This design comes from an exercise in tuning for small area, a short achievable clock period and few clock cycles on the open sky130 flow, not from production work.
For this run, only the layout was checked, not whether the RTL still works.

===== design.v =====
`default_nettype none
package path_geom_pkg;
	typedef logic [8-1:0] coord_t;
	typedef struct packed
	{
		coord_t x;
		coord_t y;
	} node_t;  
	typedef logic [16-1:0] cost_t;  
	typedef struct packed
	{
		node_t start_node;
		node_t goal_node;
	} search_cfg_t;
endpackage
`default_nettype wire
`default_nettype none
package sort_ctrl_pkg;
	typedef logic [$clog2(16)-1:0] list_idx_t;  
	typedef logic [$clog2(16+1)-1:0] list_count_t;  
	typedef enum logic [2:0]
	{
		st_idle,
		st_fetch,
		st_compare,
		st_swap,
		st_advance,
		st_finished
	} sort_state_t;
endpackage
`default_nettype wire
`default_nettype none
`timescale 1ns/1ps
module node_store
(
	input wire logic Clk,
	input wire logic Reset,
	input wire logic clear,
	input wire logic load_valid,
	input wire path_geom_pkg::node_t load_node,
	input wire logic [16-5:0] new_cost,
	input wire sort_ctrl_pkg::list_idx_t rd_index,
	output path_geom_pkg::node_t rd_node
);
	localparam int depth = 16;
	localparam int idx_w = $clog2(16);
	localparam int cnt_w = $clog2(16+1);
	localparam int cost_w = 16-4;
	function automatic logic cost_gt(input logic [cost_w-1:0] a, input logic [cost_w-1:0] b);
		logic g;
		g = 1'b0;
		for (int k = 0; k < cost_w; k++)
			g = (a[k] & ~b[k]) | ((a[k] | ~b[k]) & g);
		cost_gt = g;
	endfunction
	logic [2*8-1:0] nodes [0:depth-1];  
	logic [cost_w-1:0] costs [0:depth-2];
	logic [cnt_w-1:0] fill_count;  
	logic [cnt_w-1:0] ranked_count;  
	logic pending;  
	path_geom_pkg::node_t pending_node;
	logic do_append;
	logic [depth-2:0] not_above;  
	logic [idx_w-1:0] new_rank;
	function automatic logic [1:0] fa(input logic a, input logic b, input logic c);
		fa = {(a & b) | (a & c) | (b & c), a ^ b ^ c};
	endfunction
	function automatic logic [3:0] count15(input logic [14:0] v);
		logic [1:0] l1 [0:4];
		logic [1:0] t0;
		logic [1:0] t1;
		logic [1:0] u0;
		logic [1:0] u1;
		logic [1:0] y;
		logic [1:0] z;
		logic [1:0] r;
		logic [1:0] q;
		logic [1:0] b2;
		for (int k = 0; k < 5; k++)
			l1[k] = fa(v[3*k], v[3*k+1], v[3*k+2]);
		t0 = fa(l1[0][0], l1[1][0], l1[2][0]);  
		t1 = fa(l1[3][0], l1[4][0], 1'b0);
		u0 = fa(l1[0][1], l1[1][1], l1[2][1]);  
		u1 = fa(l1[3][1], l1[4][1], 1'b0);
		y = fa(t0[0], t1[0], 1'b0);  
		z = fa(u0[0], u1[0], t0[1]);  
		r = fa(z[0], t1[1], y[1]);  
		q = fa(u0[1], u1[1], z[1]);  
		b2 = fa(q[0], r[1], 1'b0);  
		count15 = {q[1] | b2[1], b2[0], r[0], y[0]};
	endfunction
	assign do_append = load_valid && !clear && (fill_count != cnt_w'(depth));
	always_ff @(posedge Clk or posedge Reset)
	begin
		if (Reset)
		begin
			fill_count <= '0;
			ranked_count <= '0;
			pending <= 1'b0;
		end
		else if (clear)
		begin
			fill_count <= '0;  
			ranked_count <= '0;
			pending <= 1'b0;
		end
		else
		begin
			if (do_append)
				fill_count <= fill_count + cnt_w'(1);
			if (pending)
				ranked_count <= ranked_count + cnt_w'(1);
			pending <= do_append;
		end
	end
	always_ff @(posedge Clk)
	begin
		pending_node <= load_node;
	end
	always_comb
	begin
		for (int i = 0; i < depth-1; i++)
			not_above[i] = (ranked_count > cnt_w'(i)) && !cost_gt(costs[i], new_cost);
		new_rank = count15(not_above);
	end
	always_ff @(posedge Clk)
	begin
		for (int i = 0; i < depth-1; i++)
			if (pending && ranked_count[idx_w-1:0] == idx_w'(i))
				costs[i] <= new_cost;
		if (pending && new_rank == '0)
			nodes[0] <= pending_node;
		for (int i = 1; i < depth; i++)
		begin
			if (pending && new_rank <= idx_w'(i))
				nodes[i] <= (new_rank == idx_w'(i)) ? pending_node : nodes[i-1];
		end
	end
	assign rd_node = nodes[rd_index];
endmodule
`default_nettype wire
`default_nettype none
`timescale 1ns/1ps
module octile_cost
(
	input wire logic Clk,
	input wire path_geom_pkg::node_t node,
	input wire path_geom_pkg::search_cfg_t cfg,
	output logic [16-5:0] half_cost
);
	localparam int coord_w = 8;
	localparam int sum_w = 8 + 1;
	localparam int half_w = 16-4;
	logic [coord_w-1:0] dx_s;
	logic [coord_w-1:0] dy_s;
	logic [coord_w-1:0] dx_g;
	logic [coord_w-1:0] dy_g;
	logic [coord_w-1:0] hi_s_q;
	logic [coord_w-1:0] lo_s_q;
	logic [coord_w-1:0] hi_g_q;
	logic [coord_w-1:0] lo_g_q;
	function automatic logic [coord_w-1:0] abs_diff(input logic [coord_w-1:0] a, input logic [coord_w-1:0] b);
		logic [coord_w-1:0] p;
		logic [coord_w-1:0] gg;
		logic [coord_w-1:0] pp;
		logic [coord_w-1:0] c1;
		logic [coord_w-1:0] c0;
		p = ~(a ^ b);
		gg = a & ~b;
		pp = p;
		for (int d = 1; d < coord_w; d = d * 2)
			for (int i = coord_w - 1; i >= d; i--)
			begin
				gg[i] = gg[i] | (pp[i] & gg[i-d]);
				pp[i] = pp[i] & pp[i-d];
			end
		c1 = {gg[coord_w-2:0] | pp[coord_w-2:0], 1'b1};
		c0 = {gg[coord_w-2:0], 1'b0};
		abs_diff = gg[coord_w-1] ? (p ^ c1) : ~(p ^ c0);
	endfunction
	function automatic logic coord_gt(input logic [coord_w-1:0] a, input logic [coord_w-1:0] b);
		logic [coord_w-1:0] gg;
		logic [coord_w-1:0] pp;
		gg = a & ~b;
		pp = ~(a ^ b);
		for (int d = 1; d < coord_w; d = d * 2)
			for (int i = coord_w - 1; i >= d; i--)
			begin
				gg[i] = gg[i] | (pp[i] & gg[i-d]);
				pp[i] = pp[i] & pp[i-d];
			end
		coord_gt = gg[coord_w-1];
	endfunction
	function automatic logic [sum_w-1:0] add_sum(input logic [sum_w-1:0] a, input logic [sum_w-1:0] b);
		logic [sum_w-1:0] p;
		logic [sum_w-1:0] gg;
		logic [sum_w-1:0] pp;
		p = a ^ b;
		gg = a & b;
		pp = p;
		for (int d = 1; d < sum_w; d = d * 2)
			for (int i = sum_w - 1; i >= d; i--)
			begin
				gg[i] = gg[i] | (pp[i] & gg[i-d]);
				pp[i] = pp[i] & pp[i-d];
			end
		add_sum = p ^ {gg[sum_w-2:0], 1'b0};
	endfunction
	function automatic logic [half_w-1:0] add_half(input logic [half_w-1:0] a, input logic [half_w-1:0] b);
		logic [half_w-1:0] p;
		logic [half_w-1:0] gg;
		logic [half_w-1:0] pp;
		p = a ^ b;
		gg = a & b;
		pp = p;
		for (int d = 1; d < half_w; d = d * 2)
			for (int i = half_w - 1; i >= d; i--)
			begin
				gg[i] = gg[i] | (pp[i] & gg[i-d]);
				pp[i] = pp[i] & pp[i-d];
			end
		add_half = p ^ {gg[half_w-2:0], 1'b0};
	endfunction
	logic s_x_longer;
	logic g_x_longer;
	always_comb
	begin
		dx_s = abs_diff(node.x, cfg.start_node.x);
		dy_s = abs_diff(node.y, cfg.start_node.y);
		dx_g = abs_diff(node.x, cfg.goal_node.x);
		dy_g = abs_diff(node.y, cfg.goal_node.y);
		s_x_longer = coord_gt(dx_s, dy_s);
		g_x_longer = coord_gt(dx_g, dy_g);
	end
	always_ff @(posedge Clk)
	begin
		hi_s_q <= s_x_longer ? dx_s : dy_s;
		lo_s_q <= s_x_longer ? dy_s : dx_s;
		hi_g_q <= g_x_longer ? dx_g : dy_g;
		lo_g_q <= g_x_longer ? dy_g : dx_g;
	end
	logic [sum_w-1:0] hi_sum;
	logic [sum_w-1:0] lo_sum;
	logic [half_w-1:0] csa_a;
	logic [half_w-1:0] csa_b;
	logic [half_w-1:0] csa_c;
	logic [half_w-1:0] csa_s;
	logic [half_w-1:0] csa_k;
	always_comb
	begin
		hi_sum = add_sum({1'b0, hi_s_q}, {1'b0, hi_g_q});
		lo_sum = add_sum({1'b0, lo_s_q}, {1'b0, lo_g_q});
		csa_a = {1'b0, hi_sum, 2'b00};
		csa_b = {3'b000, hi_sum};
		csa_c = {2'b00, lo_sum, 1'b0};
		csa_s = csa_a ^ csa_b ^ csa_c;
		csa_k = {(csa_a[half_w-2:0] & csa_b[half_w-2:0]) | (csa_a[half_w-2:0] & csa_c[half_w-2:0]) | (csa_b[half_w-2:0] & csa_c[half_w-2:0]), 1'b0};
		half_cost = add_half(csa_s, csa_k);
	end
endmodule
`default_nettype wire
`default_nettype none
`timescale 1ns/1ps
module bubble_sort_ctrl
(
	input wire logic Clk,
	input wire logic Reset,
	input wire logic start,
	input wire logic clear,
	output logic busy,
	output logic done
);
	always_ff @(posedge Clk or posedge Reset)
	begin
		if (Reset)
			done <= 1'b0;
		else if (clear)
			done <= 1'b0;  
		else if (start)
			done <= 1'b1;  
	end
	assign busy = 1'b0;
endmodule
`default_nettype wire
`default_nettype none
`timescale 1ns/1ps
module open_list_sorter_top
(
	input wire logic Clk,
	input wire logic Reset,
	input wire path_geom_pkg::search_cfg_t cfg,
	input wire logic clear,
	input wire logic load_valid,
	input wire path_geom_pkg::node_t load_node,
	input wire logic start,
	input wire sort_ctrl_pkg::list_idx_t rd_index,
	output path_geom_pkg::node_t rd_node,
	output logic busy,
	output logic done
);
	logic [16-5:0] new_cost;
	octile_cost cost_unit
	(
		.Clk(Clk),
		.node(load_node),
		.cfg(cfg),
		.half_cost(new_cost)
	);
	node_store store
	(
		.Clk(Clk),
		.Reset(Reset),
		.clear(clear),
		.load_valid(load_valid),
		.load_node(load_node),
		.new_cost(new_cost),
		.rd_index(rd_index),
		.rd_node(rd_node)
	);
	bubble_sort_ctrl ctrl
	(
		.Clk(Clk),
		.Reset(Reset),
		.start(start),
		.clear(clear),
		.busy(busy),
		.done(done)
	);
endmodule
`default_nettype wire

===== flow/run.sh =====
#!/bin/bash
set -o pipefail
bash standard.sh SETUP_SLACK_MARGIN=5.6 'BUFFER_PORTS_ARGS=-buffer_cell sky130_fd_sc_hd__buf_2' finish > standard.log 2>&1

===== standard.sh =====
#!/bin/bash
# synth_recipe.tcl (not shown) runs the flow's synth.tcl, then flattens the netlist and writes it again
# the make line also repeats each setting of config.mk as NAME=value (left out here)
make -C /OpenROAD-flow-scripts/flow DESIGN_CONFIG=/design/flow/config.mk WORK_HOME=/design/flow/orfs CLKGATE_MAP_FILE= SYNTH_SCRIPT=/design/flow/synth_recipe.tcl "${@:-finish}"

===== config.mk =====
export PLATFORM = sky130hd
export DESIGN_NAME = open_list_sorter_top
export DESIGN_NICKNAME = open_list_sorter_top
export VERILOG_FILES = /design/flow/design.v
export SDC_FILE = /design/flow/constraint.sdc
export NUM_CORES = 4
export LEC_CHECK = 0
export CAP_MARGIN = 20
export CORE_MARGIN = 2
export CORE_UTILIZATION = 40
export CTS_BUF_LIST = sky130_fd_sc_hd__clkbuf_16
export CTS_CLUSTER_DIAMETER = 80
export CTS_CLUSTER_SIZE = 28
export SETUP_SLACK_MARGIN = 5
export SLEW_MARGIN = 20

===== constraint.sdc =====
create_clock -name core_clock -period 12.0 [get_ports {Clk}]
set_input_delay 2.4000 -clock core_clock [delete_from_list [all_inputs] [get_ports {Clk}]]
set_output_delay 2.4000 -clock core_clock [all_outputs]
set_load 0.01 [all_outputs]

==> notes.md <==
The routed length per placed instance came out at 26.0 um. The startpoint identified for the worst register-to-register timing path is cost_unit.hi_s_q[0]. The largest individual stage delay along the critical path comes from the cell fa_2. Detailed routing inserted a total of 18800 vias. The net count of the finished layout is 2443. The number of cells produced by synthesis is 2034. The level count of the clock H-tree is 1. The worst-case clock buffer depth is 3.

The number of clock sinks is 496. In this design, the stage delay of the slowest critical-path cell is 0.54 ns. Sorting the synthesized cells by how often they occur yields edfxtp_1, mux2_2, inv_1. For the worst-skew pair, the clock arrives at the later sink with an insertion delay of 0.65 ns. Among all cell types in the netlist, the one instantiated most often is edfxtp_1. The standard-cell row count is 93. The fraction of the cycle the final worst path needs is 0.667. The register area share after synthesis is 0.556. CTS placed an instance of clkbuf_16 at the clock tree root. Wires add up to 82.1 mm.

The first-pass iteration count of the detailed router is 5. The fraction of registers with async set/reset is 0.0242. Buffers inserted during clock tree synthesis total 30.

The endpoint type of the worst setup path is a register. The worst max-slew margin expressed relative to the limit came out at 0.346. Data arrives at the worst endpoint at 8.42 ns. TritonCTS built the clock tree. The critical-path maximum fanout is 6. Relative to the synthesized area, the layout overhead comes to 27.6%. The number of DRC markers in iteration 0 came out at 2011.

The register bit total from synthesis is 496. The region available for standard cell placement spans 64100 um2. The DRC violations left came out at 0. The final count of pins violating max slew is 0.

The total global-route track usage came out at 0.230. The cell type with the highest aggregate area in the netlist is edfxtp_1. The number of warnings reported in the yosys synthesis log came out at 6. The aggregate global routing overflow came out at 0. After synthesis, the netlist uses 75 different library cells. Adding up every negative setup slack in the final design gives 0 ns.

The final setup violation count is 0. The number of cells on the worst reg-to-reg path came out at 32. The via count normalized by instance count came out at 5.94.

The area of the die came out at 66600 um2. The flow ran to the end and the layout has no timing, DRC or antenna violations. The maximum operating frequency is 125 MHz. The via count of the first global-routing pass came out at 18400.

The total standard cell area after synthesis came out at 25800 um2. Entering global routing, the biggest net connects 33 pins. The worst register-to-register path ends at store.nodes[10][1]. The critical path ends at store.nodes[10][1]. The finished layout holds 3161 standard cells, fillers aside. The horizontal die dimension is 258 um. The category of the critical setup timing path is register to register. Of the post-synthesis cell area, the dominant cell type holds 0.507. The die is 258 um tall.

The first global-routing pass estimated 117 mm of wire. At the end of routability-driven placement, the weighted congestion stood at 0.817. The routed design could run at a clock period as short as 8.01 ns.

The count of final hold-check violations is 0. In this design, the critical path's most frequently occurring cell is fa_2. The register clock-pin slew on the reported worst setup and hold paths is 0.11 ns. In this run the worst hold path is classified as register to register.

The antenna violation net count after detailed routing is 0. The effective utilization at floorplan is 0.403. Max-cap violations in this run came to 0. At the pin with the least slew margin, the transition time is 0.976 ns. The synthesized design contains 436 enable-type register cells. The final HPWL from detailed placement came out at 46.9 mm. In this run the register-to-register setup slack is 3.99 ns.

The smallest hold slack is 0.496 ns. The sort of element at the start of the critical path is a register. The instance area at placement is 27900 um2.

Setup repair after global routing could not meet its margin everywhere. The clock skew after layout came out at 0.0593 ns. The final non-filler cell area is 32900 um2. The count of pins on the block boundary came out at 75.

The critical path starts at cost_unit.hi_s_q[0].

The initial antenna violation count is 1. The count of buffers inserted at the top-level ports is 73.

For this run, the leading register cell type out of synthesis is edfxtp_1. By area the synthesized netlist is led by edfxtp_1, mux2_2, ha_1, dfxtp_1, a22oi_1. The share of final-layout standard cells stronger than drive strength 1 is 0.358.

The number of nets in the synthesized netlist is 2195. The count of placed standard cells including taps is 2895. A synthesized cell averages 12.7 um2. The required time of the critical path is 12.41 ns.
==> worst min path at each step <==
stage,start,to,slack (ns),cells after the start
2_1_floorplan,store.pending_node[10],store.nodes[0][10],0.49,0
3_3_place_gp,ctrl.done,ctrl.done,0.47,2
3_5_place_dp,ctrl.done,ctrl.done,0.49,2
4_1_cts,ctrl.done,ctrl.done,0.51,2
5_1_grt,ctrl.done,ctrl.done,0.53,2
6_report,ctrl.done,ctrl.done,0.50,2
==> flip-flops by register name (all words and copies together), names as in the netlist <==
name,count
store.nodes,256
store.pending_node,16
store.costs,180
cost_unit.lo_s_q,8
store.pending,1
cost_unit.lo_g_q,8
cost_unit.hi_s_q,8
cost_unit.hi_g_q,8
store.ranked_count,5
ctrl.done,1
store.fill_count,5
==> cell type report <==
type,instances,area (um2)
diodes,1,2.50
clock buffers,31,776
clock inverters,24,337
fillers,5333,31200
inverters,119,502
multi-input cells,1323,12300
flip-flops and latches,496,14400
well taps,855,1070
repair buffers,311,3570
repair inverters,1,5.00
==> cells by family (layout without fill, tap and decap cells) <==
logic type / Yosys count / in the layout / synth area share
fa+ha+maj: 175 / 175 / 0.0837
xor+xnor: 66 / 66 / 0.0227
mux: 282 / 282 / 0.121
compound gates: 466 / 467 / 0.123
buf+inv: 218 / 486 / 0.0323
other cells: 1 / 2 / 0.000145
flops: 496 / 496 / 0.556
simple gates: 330 / 332 / 0.0616
==> routing by layer <==
layer	global-route usage	vias up	routed length [um]
met5	0	-	0
met4	0.0837	0	3850
met3	0.0360	225	5800
met2	0.386	865	38900
met1	0.301	9445	33600
li1	-	8254	-
==> per-stage QoR <==
step	setup slack (ns)	util
final	3.99	0.514
after global routing	3.77	0.514
after CTS	3.98	0.492
after detailed placement	3.05	0.435
after global placement	3.14	0.434
after floorplan	4.50	-
==> cell usage in the layout (no fill, tap or decap), types with 16 or more instances in the layout <==
master and instances:
a21o_1 21, a21oi_1 84, a22oi_1 94, buf_12 69, buf_2 70, buf_4 100
buf_6 47, clkbuf_16 40, dfxtp_1 46, edfxtp_1 436, ha_1 78, inv_1 106
maj3_1 47, maj3_2 24, mux2_2 120, mux2_4 120, mux2i_1 39, nand2_1 62
nand3_1 33, nand4_1 28, nor2_1 75, nor2b_1 19, o21ai_0 56, o21bai_1 16
o22a_1 17, xnor2_1 32, xor2_1 19
==> what timing repair did <==
action                     CTS  global route
setup buffers              131            57
hold buffers                 0             0
resized for setup          191           138
pin swaps                   70            37
setup endpoints to repair  528           523
gates cloned                12             9
==> critical path: cells and delay by family, from the launching register on <==
kind	cells	cell delay (ns)
compound gates	7	1.68
xor+xnor	2	0.34
fa+ha+maj	9	3.15
buf+inv	9	1.18
flops	1	0.34
mux	1	0.30
simple gates	4	0.77

-- what the ideal ports hide --
In the flow no input, the clock included, has a driving cell. The finished layout below was timed again as built, in two steps. Step 1, drivers: a clkbuf_16 drives Clk and a buf_2 each remaining input, both assumed. Step 2 times the ports against the registers' clock, not the clock port: input delays grow and output delays shrink by t, the midpoint of the rising clock arrivals with the driver on. a / b / c = no drivers / after step 1 / after step 2; a / b = the first two.
t (ns): 0.683
setup slack, ns: 3.990 / 3.990 / 3.990
hold WS [ns]: 0.496 / 0.496 / 0.496
worst slew at a driven data input, ns: 0.14
After both steps this run still meets setup and hold. For this run, drivers alone change the setup slack by 0.000 ns; drivers and shift together by 0.000 ns.
